From an optimization exercise on the open Yosys and OpenROAD flow, aimed at small area; shortcuts taken in it are not production practice.
Function was checked by simulation only, so behaviour that the tests miss may differ from the original.
Power is estimated from default activity; no workload was simulated.

==> inputs of run H <==
==> flow/design.v <==
module router_fifo (
  input  logic                         clk,
  input  logic                         rst,
  input  logic                         wr_en_i,
  input  logic [32+1:0]   data_i,
  input  logic                         rd_en_i,
  output logic [32+1:0]   data_o,
  output logic                         empty_o,
  output logic                         full_o
);
  localparam int fw = 32 + 2;
  logic [4*fw-1:0] mem;
  logic [1:0]      rd_ptr;
  logic [1:0]      wr_ptr;
  logic [2:0]      count;
  logic            push;
  logic            pop;
  logic [fw-1:0]   rd_data;
  assign empty_o = count == 3'd0;
  assign full_o  = count[2];
  assign wr_ptr = {rd_ptr[1] ^ count[1] ^ (rd_ptr[0] & count[0]),
                   rd_ptr[0] ^ count[0]};
  assign push = wr_en_i & ~full_o & ~(empty_o & rd_en_i);
  assign pop  = rd_en_i & ~empty_o;
  for (genvar k = 0; k < 4; k++) begin : gen_slots
    always_ff @(posedge clk) begin
      if (wr_en_i & ~full_o & (wr_ptr == 2'(k))) begin
        mem[k*fw +: fw] <= data_i;
      end
    end
  end
  always_comb begin
    rd_data = {fw{empty_o}} & data_i;
    for (int k = 0; k < 4; k++) begin
      rd_data = rd_data | ({fw{~empty_o & (rd_ptr == 2'(k))}} & mem[k*fw +: fw]);
    end
  end
  assign data_o = rd_data;
  always_ff @(posedge clk) begin
    if (rst) begin
      rd_ptr <= '0;
      count  <= '0;
    end else begin
      if (pop) begin
        rd_ptr <= {rd_ptr[1] ^ rd_ptr[0], ~rd_ptr[0]};
      end
      if (push & ~pop) begin
        case (count)
          3'd0:    count <= 3'd1;
          3'd1:    count <= 3'd2;
          3'd2:    count <= 3'd3;
          default: count <= 3'd4;
        endcase
      end else if (pop & ~push) begin
        case (count)
          3'd4:    count <= 3'd3;
          3'd3:    count <= 3'd2;
          3'd2:    count <= 3'd1;
          default: count <= 3'd0;
        endcase
      end
    end
  end
endmodule
module lookahead_routing #(
  parameter int out_port = 4
) (
  input  logic [2*3-1:0] position_i,
  input  logic [2*3-1:0] destination_i,
  output logic [4:0]                    next_routing_o
);
  localparam int cw = 3;
  localparam logic [4:0] go_north = 5'b00001;
  localparam logic [4:0] go_south = 5'b00010;
  localparam logic [4:0] go_west  = 5'b00100;
  localparam logic [4:0] go_east  = 5'b01000;
  localparam logic [4:0] go_local = 5'b10000;
  logic [cw-1:0] pos_x, pos_y, dst_x, dst_y;
  logic [cw-1:0] next_x, next_y;
  assign pos_x = position_i[2*cw-1:cw];
  assign pos_y = position_i[cw-1:0];
  assign dst_x = destination_i[2*cw-1:cw];
  assign dst_y = destination_i[cw-1:0];
  function automatic logic greater(input logic [cw-1:0] a, input logic [cw-1:0] b);
    greater = (a[2] & ~b[2]) |
              (~(a[2] ^ b[2]) & ((a[1] & ~b[1]) | (~(a[1] ^ b[1]) & a[0] & ~b[0])));
  endfunction
  function automatic logic [cw-1:0] inc(input logic [cw-1:0] a);
    inc = {a[2] ^ (a[1] & a[0]), a[1] ^ a[0], ~a[0]};
  endfunction
  function automatic logic [cw-1:0] dec(input logic [cw-1:0] a);
    dec = {a[2] ^ (~a[1] & ~a[0]), ~(a[1] ^ a[0]), ~a[0]};
  endfunction
  assign next_x = (out_port == 3) ? inc(pos_x) :
                  (out_port == 2) ? dec(pos_x) : pos_x;
  assign next_y = (out_port == 1) ? inc(pos_y) :
                  (out_port == 0) ? dec(pos_y) : pos_y;
  always_comb begin
    if (out_port == 4) begin
      next_routing_o = go_local;
    end else if (greater(dst_x, next_x)) begin
      next_routing_o = go_east;
    end else if (greater(next_x, dst_x)) begin
      next_routing_o = go_west;
    end else if (greater(next_y, dst_y)) begin
      next_routing_o = go_north;
    end else if (greater(dst_y, next_y)) begin
      next_routing_o = go_south;
    end else begin
      next_routing_o = go_local;
    end
  end
endmodule
module input_unit (
  input  logic                         clk,
  input  logic                         rst,
  input  logic [32+1:0]   data_i,
  input  logic                         data_void_i,
  output logic                         stop_o,
  output logic [32+1:0]   head_o,
  output logic                         valid_o,
  output logic [4:0]                   request_o,
  input  logic [4:0]                   read_i
);
  localparam int dw = 32;
  logic queue_empty;
  logic queue_full;
  router_fifo input_queue_i (
    .clk,
    .rst,
    .wr_en_i (~data_void_i),
    .data_i  (data_i),
    .rd_en_i (|read_i),
    .data_o  (head_o),
    .empty_o (queue_empty),
    .full_o  (queue_full)
  );
  assign valid_o = ~(queue_empty & data_void_i);
  assign request_o = {5{valid_o & head_o[dw+1]}} & head_o[4:0];
  assign stop_o = queue_full;
endmodule
module router_arbiter (
  input  logic [1:0] priority_i,
  input  logic [3:0] request_i,
  output logic [3:0] pick_o,
  output logic [1:0] next_priority_o
);
  logic [3:0] rot;
  logic [3:0] first;
  always_comb begin
    case (priority_i)
      2'd0:    rot = request_i;
      2'd1:    rot = {request_i[0],   request_i[3:1]};
      2'd2:    rot = {request_i[1:0], request_i[3:2]};
      default: rot = {request_i[2:0], request_i[3]};
    endcase
  end
  assign first[0] = rot[0];
  assign first[1] = rot[1] & ~rot[0];
  assign first[2] = rot[2] & ~rot[1] & ~rot[0];
  assign first[3] = rot[3] & ~rot[2] & ~rot[1] & ~rot[0];
  always_comb begin
    case (priority_i)
      2'd0:    pick_o = first;
      2'd1:    pick_o = {first[2:0], first[3]};
      2'd2:    pick_o = {first[1:0], first[3:2]};
      default: pick_o = {first[0],   first[3:1]};
    endcase
  end
  assign next_priority_o = {pick_o[1] | pick_o[2], pick_o[0] | pick_o[2]};
endmodule
module output_unit #(
  parameter int out_port = 4
) (
  input  logic                             clk,
  input  logic                             rst,
  input  logic [2*3-1:0]    position_i,
  input  logic [5*(32+2)-1:0] in_head_i,
  input  logic [4:0]                       in_valid_i,
  input  logic [4:0]                       in_request_i,
  output logic [4:0]                       read_o,
  input  logic                             stop_i,
  output logic [32+1:0]       data_o,
  output logic                             data_void_o
);
  localparam int dw = 32;
  localparam int fw = 32 + 2;
  localparam int cw = 3;
  logic [fw-1:0] head [4];
  logic [3:0]    request;
  logic [3:0]    valid;
  logic [3:0]    pick;
  logic [3:0]    select;
  logic [3:0]    read;
  logic [1:0]    priority_ptr;
  logic [1:0]    next_priority;
  logic          payload;
  logic          any_request;
  logic          sel_valid;
  logic [fw-1:0] xbar;
  logic [4:0]    next_routing;
  logic [fw-1:0] data_next;
  for (genvar i = 0; i < 5; i++) begin : gen_inputs
    if (i < out_port) begin : gen_below
      assign head[i]    = in_head_i[i*fw +: fw];
      assign request[i] = in_request_i[i];
      assign valid[i]   = in_valid_i[i];
      assign read_o[i]  = read[i];
    end else if (i > out_port) begin : gen_above
      assign head[i-1]    = in_head_i[i*fw +: fw];
      assign request[i-1] = in_request_i[i];
      assign valid[i-1]   = in_valid_i[i];
      assign read_o[i]    = read[i-1];
    end else begin : gen_self
      assign read_o[i] = 1'b0;
    end
  end
  router_arbiter arbiter_i (
    .priority_i      (priority_ptr),
    .request_i       (request),
    .pick_o          (pick),
    .next_priority_o (next_priority)
  );
  for (genvar j = 0; j < 4; j++) begin : gen_select
    assign select[j] = payload ? (priority_ptr == 2'((j + 1) % 4)) : pick[j];
  end
  assign read        = select & {4{~stop_i}};
  assign any_request = |request;
  assign sel_valid   = |(select & valid);
  always_comb begin
    xbar = '0;
    for (int j = 0; j < 4; j++) begin
      xbar = xbar | ({fw{read[j]}} & head[j]);
    end
  end
  lookahead_routing #(
    .out_port (out_port)
  ) lookahead_routing_i (
    .position_i     (position_i),
    .destination_i  (xbar[dw-1-2*cw:dw-4*cw]),
    .next_routing_o (next_routing)
  );
  always_comb begin
    data_next = ({fw{stop_i}} & data_o) | xbar;
    data_next[4:0] = ({5{stop_i}} & data_o[4:0]) |
                     ({5{~stop_i & ~payload}} & next_routing) |
                     ({5{payload}} & xbar[4:0]);
  end
  always_ff @(posedge clk) begin
    data_o <= data_next;
  end
  always_ff @(posedge clk) begin
    if (rst) begin
      data_void_o  <= 1'b1;
      payload      <= 1'b0;
      priority_ptr <= '0;
    end else if (~stop_i) begin
      data_void_o <= ~(payload ? sel_valid : any_request);
      if (payload) begin
        if (sel_valid & xbar[dw]) begin
          payload <= 1'b0;
        end
      end else if (any_request) begin
        priority_ptr <= next_priority;
        payload      <= ~xbar[dw];
      end
    end
  end
endmodule
module lookahead_router (
  input  logic                         clk,
  input  logic                         rst,
  input  logic [2*3-1:0] position_i,
  input  logic [32+1:0]   data_n_i,
  input  logic [32+1:0]   data_s_i,
  input  logic [32+1:0]   data_w_i,
  input  logic [32+1:0]   data_e_i,
  input  logic [32+1:0]   data_p_i,
  input  logic [4:0]                   data_void_i,
  output logic [4:0]                   stop_o,
  output logic [32+1:0]   data_n_o,
  output logic [32+1:0]   data_s_o,
  output logic [32+1:0]   data_w_o,
  output logic [32+1:0]   data_e_o,
  output logic [32+1:0]   data_p_o,
  output logic [4:0]                   data_void_o,
  input  logic [4:0]                   stop_i
);
  localparam int fw = 32 + 2;
  logic [fw-1:0]   data_in [5];
  logic [fw-1:0]   data_out [5];
  logic [5*fw-1:0] heads;
  logic [4:0]      valids;
  logic [24:0]     requests;
  logic [24:0]     requests_by_output;
  logic [24:0]     read_by_output;
  logic [24:0]     read_by_input;
  assign data_in[0] = data_n_i;
  assign data_in[1] = data_s_i;
  assign data_in[2] = data_w_i;
  assign data_in[3] = data_e_i;
  assign data_in[4] = data_p_i;
  for (genvar p = 0; p < 5; p++) begin : gen_ports
    for (genvar q = 0; q < 5; q++) begin : gen_transpose
      assign read_by_input[p*5 + q]      = read_by_output[q*5 + p];
      assign requests_by_output[p*5 + q] = requests[q*5 + p];
    end
    input_unit input_unit_i (
      .clk,
      .rst,
      .data_i      (data_in[p]),
      .data_void_i (data_void_i[p]),
      .stop_o      (stop_o[p]),
      .head_o      (heads[p*fw +: fw]),
      .valid_o     (valids[p]),
      .request_o   (requests[p*5 +: 5]),
      .read_i      (read_by_input[p*5 +: 5])
    );
    output_unit #(
      .out_port (p)
    ) output_unit_i (
      .clk,
      .rst,
      .position_i,
      .in_head_i    (heads),
      .in_valid_i   (valids),
      .in_request_i (requests_by_output[p*5 +: 5]),
      .read_o       (read_by_output[p*5 +: 5]),
      .stop_i       (stop_i[p]),
      .data_o       (data_out[p]),
      .data_void_o  (data_void_o[p])
    );
  end
  assign data_n_o = data_out[0];
  assign data_s_o = data_out[1];
  assign data_w_o = data_out[2];
  assign data_e_o = data_out[3];
  assign data_p_o = data_out[4];
endmodule
==> flow/flow/run.sh <==
#!/bin/bash
# Standard layout, with port buffers of the smallest buffer
set -o pipefail
export BUFFER_PORTS_ARGS="-buffer_cell sky130_fd_sc_hd__buf_1"
bash standard.sh synth > synth_run.log 2>&1 || exit 1
bash standard.sh > layout_run.log 2>&1 || exit 1
==> flow/standard.sh <==
#!/bin/bash
# synth_recipe.tcl (not shown) runs the flow's synth.tcl, then flattens the netlist and writes it again
# the make line also repeats each setting of config.mk as NAME=value (left out here)
make -C /OpenROAD-flow-scripts/flow DESIGN_CONFIG=/design/flow/config.mk WORK_HOME=/design/flow/orfs CLKGATE_MAP_FILE= SYNTH_SCRIPT=/design/flow/synth_recipe.tcl "${@:-finish}"
==> flow/config.mk <==
export PLATFORM = sky130hd
export DESIGN_NAME = lookahead_router
export DESIGN_NICKNAME = lookahead_router
export VERILOG_FILES = /design/flow/design.v
export SDC_FILE = /design/flow/constraint.sdc
export NUM_CORES = 4
export LEC_CHECK = 0
export CAP_MARGIN = 20
export CORE_MARGIN = 2
export CORE_UTILIZATION = 55
export SLEW_MARGIN = 20
==> flow/constraint.sdc <==
create_clock -name core_clock -period 5.5 [get_ports {clk}]
set_input_delay 1.1000 -clock core_clock [delete_from_list [all_inputs] [get_ports {clk}]]
set_output_delay 1.1000 -clock core_clock [all_outputs]
set_load 0.01 [all_outputs]
==> run R (differences from run H) <==
==> flow/design.v, changed modules only <==
module router_fifo (
  input  logic                         clk,
  input  logic                         rst,
  input  logic                         wr_en_i,
  input  logic [32+1:0]   data_i,
  input  logic                         rd_en_i,
  output logic [32+1:0]   data_o,
  output logic                         empty_o,
  output logic                         full_o
);
  localparam int fw = 32 + 2;
  logic [4*fw-1:0] mem;
  logic [1:0]      rd_gray;
  logic [1:0]      wr_gray;
  logic [3:0]      rd_slot;
  logic [3:0]      wr_slot;
  logic            empty;
  logic            full;
  logic            one_left;
  logic            one_free;
  logic            push;
  logic            pop;
  logic [fw-1:0]   rd_data;
  assign empty_o = empty;
  assign full_o  = full;
  function automatic logic [3:0] slot(input logic [1:0] g);
    slot = {g[1] & ~g[0], g[1] & g[0], ~g[1] & g[0], ~g[1] & ~g[0]};
  endfunction
  assign rd_slot = slot(rd_gray);
  assign wr_slot = slot(wr_gray);
  assign one_left = |({rd_slot[2:0], rd_slot[3]} & wr_slot);
  assign one_free = |({wr_slot[2:0], wr_slot[3]} & rd_slot);
  assign push = wr_en_i & ~full & ~(empty & rd_en_i);
  assign pop  = rd_en_i & ~empty;
  for (genvar k = 0; k < 4; k++) begin : gen_slots
    always_ff @(posedge clk) begin
      if (wr_en_i & ~full & wr_slot[k]) begin
        mem[k*fw +: fw] <= data_i;
      end
    end
  end
  always_comb begin
    rd_data = {fw{empty}} & data_i;
    for (int k = 0; k < 4; k++) begin
      rd_data = rd_data | ({fw{~empty & rd_slot[k]}} & mem[k*fw +: fw]);
    end
  end
  assign data_o = rd_data;
  always_ff @(posedge clk) begin
    if (rst) begin
      rd_gray <= 2'b00;
      wr_gray <= 2'b00;
      empty   <= 1'b1;
      full    <= 1'b0;
    end else begin
      if (pop) begin
        rd_gray <= {rd_gray[0], ~rd_gray[1]};
      end
      if (push) begin
        wr_gray <= {wr_gray[0], ~wr_gray[1]};
      end
      if (empty) begin
        empty <= ~push;
      end else if (pop & ~push & one_left) begin
        empty <= 1'b1;
      end
      if (full) begin
        full <= ~pop;
      end else if (push & ~pop & one_free) begin
        full <= 1'b1;
      end
    end
  end
endmodule
module lookahead_routing #(
  parameter int out_port = 4
) (
  input  logic [2*3-1:0] position_i,
  input  logic [2*3-1:0] destination_i,
  output logic [4:0]                    next_routing_o
);
  localparam int cw = 3;
  localparam logic [4:0] go_north = 5'b00001;
  localparam logic [4:0] go_south = 5'b00010;
  localparam logic [4:0] go_west  = 5'b00100;
  localparam logic [4:0] go_east  = 5'b01000;
  localparam logic [4:0] go_local = 5'b10000;
  logic [cw-1:0] pos_x, pos_y, dst_x, dst_y;
  logic [cw-1:0] next_x, next_y;
  assign pos_x = position_i[2*cw-1:cw];
  assign pos_y = position_i[cw-1:0];
  assign dst_x = destination_i[2*cw-1:cw];
  assign dst_y = destination_i[cw-1:0];
  function automatic logic greater(input logic [cw-1:0] a, input logic [cw-1:0] b);
    greater = (a[2] & ~b[2]) |
              ((a[2] | ~b[2]) & ((a[1] & ~b[1]) | ((a[1] | ~b[1]) & a[0] & ~b[0])));
  endfunction
  function automatic logic [cw-1:0] inc(input logic [cw-1:0] a);
    inc = {a[2] ^ (a[1] & a[0]), a[1] ^ a[0], ~a[0]};
  endfunction
  function automatic logic [cw-1:0] dec(input logic [cw-1:0] a);
    dec = {a[2] ^ (~a[1] & ~a[0]), ~(a[1] ^ a[0]), ~a[0]};
  endfunction
  assign next_x = (out_port == 3) ? inc(pos_x) :
                  (out_port == 2) ? dec(pos_x) : pos_x;
  assign next_y = (out_port == 1) ? inc(pos_y) :
                  (out_port == 0) ? dec(pos_y) : pos_y;
  always_comb begin
    if (out_port == 4) begin
      next_routing_o = go_local;
    end else if (greater(dst_x, next_x)) begin
      next_routing_o = go_east;
    end else if (greater(next_x, dst_x)) begin
      next_routing_o = go_west;
    end else if (greater(next_y, dst_y)) begin
      next_routing_o = go_north;
    end else if (greater(dst_y, next_y)) begin
      next_routing_o = go_south;
    end else begin
      next_routing_o = go_local;
    end
  end
endmodule
module router_arbiter (
  input  logic [1:0] priority_i,
  input  logic [3:0] request_i,
  output logic [3:0] pick_o,
  output logic [1:0] next_priority_o
);
  logic [3:0] at;
  assign at = {priority_i == 2'd3, priority_i == 2'd2,
               priority_i == 2'd1, priority_i == 2'd0};
  for (genvar j = 0; j < 4; j++) begin : gen_pick
    localparam int j1 = (j + 3) % 4;
    localparam int j2 = (j + 2) % 4;
    localparam int j3 = (j + 1) % 4;
    assign pick_o[j] = request_i[j] &
                       (at[j] |
                        (at[j1] & ~request_i[j1]) |
                        (at[j2] & ~request_i[j1] & ~request_i[j2]) |
                        (at[j3] & ~request_i[j1] & ~request_i[j2] & ~request_i[j3]));
  end
  assign next_priority_o = {pick_o[1] | pick_o[2], pick_o[0] | pick_o[2]};
endmodule
module output_unit #(
  parameter int out_port = 4
) (
  input  logic                             clk,
  input  logic                             rst,
  input  logic [2*3-1:0]    position_i,
  input  logic [5*(32+2)-1:0] in_head_i,
  input  logic [4:0]                       in_valid_i,
  input  logic [4:0]                       in_request_i,
  output logic [4:0]                       read_o,
  input  logic                             stop_i,
  output logic [32+1:0]       data_o,
  output logic                             data_void_o
);
  localparam int dw = 32;
  localparam int fw = 32 + 2;
  localparam int cw = 3;
  logic [fw-1:0] head [4];
  logic [3:0]    request;
  logic [3:0]    valid;
  logic [3:0]    pick;
  logic [3:0]    select;
  logic [3:0]    read;
  logic [1:0]    priority_ptr;
  logic [1:0]    next_priority;
  logic          payload;
  logic          any_request;
  logic          sel_valid;
  logic [fw-1:0] xbar;
  logic [fw-1:0] data_next;
  logic [4:0]    routing_q;
  logic [4:0]    next_routing;
  for (genvar i = 0; i < 5; i++) begin : gen_inputs
    if (i < out_port) begin : gen_below
      assign head[i]    = in_head_i[i*fw +: fw];
      assign request[i] = in_request_i[i];
      assign valid[i]   = in_valid_i[i];
      assign read_o[i]  = read[i];
    end else if (i > out_port) begin : gen_above
      assign head[i-1]    = in_head_i[i*fw +: fw];
      assign request[i-1] = in_request_i[i];
      assign valid[i-1]   = in_valid_i[i];
      assign read_o[i]    = read[i-1];
    end else begin : gen_self
      assign read_o[i] = 1'b0;
    end
  end
  router_arbiter arbiter_i (
    .priority_i      (priority_ptr),
    .request_i       (request),
    .pick_o          (pick),
    .next_priority_o (next_priority)
  );
  for (genvar j = 0; j < 4; j++) begin : gen_select
    assign select[j] = payload ? (priority_ptr == 2'((j + 1) % 4)) : pick[j];
  end
  assign read        = select & {4{~stop_i}};
  assign any_request = |request;
  assign sel_valid   = |(select & valid);
  always_comb begin
    xbar = '0;
    for (int j = 0; j < 4; j++) begin
      xbar = xbar | ({fw{read[j]}} & head[j]);
    end
  end
  assign data_next = ({fw{stop_i}} & {data_o[fw-1:5], routing_q}) | xbar;
  always_ff @(posedge clk) begin
    data_o[fw-1:5] <= data_next[fw-1:5];
    routing_q      <= data_next[4:0];
  end
  lookahead_routing #(
    .out_port (out_port)
  ) lookahead_routing_i (
    .position_i     (position_i),
    .destination_i  (data_o[dw-1-2*cw:dw-4*cw]),
    .next_routing_o (next_routing)
  );
  assign data_o[4:0] = data_o[dw+1] ? next_routing : routing_q;
  always_ff @(posedge clk) begin
    if (rst) begin
      data_void_o  <= 1'b1;
      payload      <= 1'b0;
      priority_ptr <= '0;
    end else if (~stop_i) begin
      data_void_o <= ~(payload ? sel_valid : any_request);
      if (payload) begin
        if (sel_valid & xbar[dw]) begin
          payload <= 1'b0;
        end
      end else if (any_request) begin
        priority_ptr <= next_priority;
        payload      <= ~xbar[dw];
      end
    end
  end
endmodule
module lookahead_router (
  input  logic                         clk,
  input  logic                         rst,
  input  logic [2*3-1:0] position_i,
  input  logic [32+1:0]   data_n_i,
  input  logic [32+1:0]   data_s_i,
  input  logic [32+1:0]   data_w_i,
  input  logic [32+1:0]   data_e_i,
  input  logic [32+1:0]   data_p_i,
  input  logic [4:0]                   data_void_i,
  output logic [4:0]                   stop_o,
  output logic [32+1:0]   data_n_o,
  output logic [32+1:0]   data_s_o,
  output logic [32+1:0]   data_w_o,
  output logic [32+1:0]   data_e_o,
  output logic [32+1:0]   data_p_o,
  output logic [4:0]                   data_void_o,
  input  logic [4:0]                   stop_i
);
  localparam int fw = 32 + 2;
  logic [fw-1:0]   data_in [5];
  logic [fw-1:0]   data_out [5];
  logic [5*fw-1:0] heads;
  logic [4:0]      valids;
  logic [24:0]     requests;
  logic [24:0]     requests_by_output;
  logic [24:0]     read_by_output;
  logic [24:0]     read_by_input;
  logic [2*3-1:0] position_q;
  always_ff @(posedge clk) begin
    position_q <= position_i;
  end
  assign data_in[0] = data_n_i;
  assign data_in[1] = data_s_i;
  assign data_in[2] = data_w_i;
  assign data_in[3] = data_e_i;
  assign data_in[4] = data_p_i;
  for (genvar p = 0; p < 5; p++) begin : gen_ports
    for (genvar q = 0; q < 5; q++) begin : gen_transpose
      assign read_by_input[p*5 + q]      = read_by_output[q*5 + p];
      assign requests_by_output[p*5 + q] = requests[q*5 + p];
    end
    input_unit input_unit_i (
      .clk,
      .rst,
      .data_i      (data_in[p]),
      .data_void_i (data_void_i[p]),
      .stop_o      (stop_o[p]),
      .head_o      (heads[p*fw +: fw]),
      .valid_o     (valids[p]),
      .request_o   (requests[p*5 +: 5]),
      .read_i      (read_by_input[p*5 +: 5])
    );
    output_unit #(
      .out_port (p)
    ) output_unit_i (
      .clk,
      .rst,
      .position_i   (position_q),
      .in_head_i    (heads),
      .in_valid_i   (valids),
      .in_request_i (requests_by_output[p*5 +: 5]),
      .read_o       (read_by_output[p*5 +: 5]),
      .stop_i       (stop_i[p]),
      .data_o       (data_out[p]),
      .data_void_o  (data_void_o[p])
    );
  end
  assign data_n_o = data_out[0];
  assign data_s_o = data_out[1];
  assign data_w_o = data_out[2];
  assign data_e_o = data_out[3];
  assign data_p_o = data_out[4];
endmodule
==> flow/flow/run.sh (replaced) <==
#!/bin/bash
# Layout flow: the standard flow with
#  - synthesis as standard.sh runs it, but ABC maps for area (flow/abc_area.script)
#  - the smallest buffer on the ports
#  - clock tree without dummy loads, from smaller clock buffers
set -euo pipefail
HERE=$(pwd)
FLOWDIR=$HERE/flow

# Synthesis: synth_recipe.tcl with ORFS's synth.tcl, only the ABC script swapped
sed 's|log_cmd abc {\*}\$abc_args|set abc_args [lreplace $abc_args 1 1 '"$FLOWDIR"'/abc_area.script]\n  log_cmd abc {*}$abc_args|' \
  "$FLOW_HOME/scripts/synth.tcl" > synth_area.tcl
grep -q abc_area.script synth_area.tcl
sed "s|source \$::env(SCRIPTS_DIR)/synth.tcl|source $HERE/synth_area.tcl|" synth_recipe.tcl > synth_recipe_area.tcl
grep -q synth_area.tcl synth_recipe_area.tcl
sed "s|SYNTH_SCRIPT=[^ ]*|SYNTH_SCRIPT=$HERE/synth_recipe_area.tcl|" standard.sh > standard_area.sh
grep -q synth_recipe_area.tcl standard_area.sh

export BUFFER_PORTS_ARGS="-buffer_cell sky130_fd_sc_hd__buf_1"
if [[ -f $FLOWDIR/cts_args ]]; then
  export CTS_ARGS="$(cat $FLOWDIR/cts_args)"
fi

bash standard_area.sh synth > synth.log 2>&1
bash standard_area.sh > layout.log 2>&1
==> flow/flow/abc_area.script (new file) <==
strash
&get -n
&st
&dch -f
&nf -R 1000
&put
==> flow/flow/cts_args (new file) <==
-sink_clustering_enable -repair_clock_nets -dont_use_dummy_load -buf_list {sky130_fd_sc_hd__clkbuf_8} -sink_clustering_size 12 -sink_clustering_max_diameter 60
CAP_MARGIN = 0   (was 20)
CORE_UTILIZATION = 60   (was 55)
SETUP_SLACK_MARGIN = 0.25   (was unset)
SLEW_MARGIN = 0   (was 20)
==> qor summary <==
item	run R	run H
Status	no timing/DRC/antenna violations	no timing/DRC/antenna violations
Via density per instance	7.27	6.98
Met3 global-route usage	12.1%	9.45%
Ratio of total power to cell area	476 nW/µm²	556 nW/µm²
Final instance area	40600 µm²	45400 µm²
Tap cell instance count	773	950
Power drawn by the sequential cells	9.52 mW	9.59 mW
Worst path depth	16	15
Root buf cell	clkbuf_8	clkbuf_16
Final Skew	0.0674 ns	0.0290 ns
Via count of the first global-routing pass	27600	30700
Non-Clock Buffer Area Fraction	5.06%	5.26%
Total global routing track utilization	41.6%	39.5%
Detailed route wirelength on metal2	57.2 mm	67.9 mm
Logic pwr share	32.5%	37.1%
Worst Reg2Reg Path Length in Cells	16	15
Die footprint	62000 µm²	74000 µm²
Wire length of the first global-routing pass	188 mm	213 mm
NumNets Final	3448	3865

[re-timing with driven ports]
No port has a modelled driver above. Below, the same layouts with a new extraction and two added sets of constraints.
Step 1 sets driving cells, clkbuf_16 on the clock port and buf_2 on the other inputs (assumed; they add their load-dependent delay and slew).
Step 2 also shifts input and output timing later by t, the mid clock arrival at the registers, as if the neighbouring blocks saw the same clock.
a / b / c = no drivers / after step 1 / after step 2; a / b = the first two.
run	t, ns	setup WS [ns]	worst setup path at the end	worst slew at a driven data input, ns
run H	0.733	0.453 / 0.453 / 0.168	input to register	0.14
run R	0.771	0.798 / 0.798 / 0.719	input to register	0.11
After both steps setup and hold are still met in every run listed. For run H, which loses most, drivers alone change the setup slack by 0.000 ns; drivers and shift together by -0.285 ns.
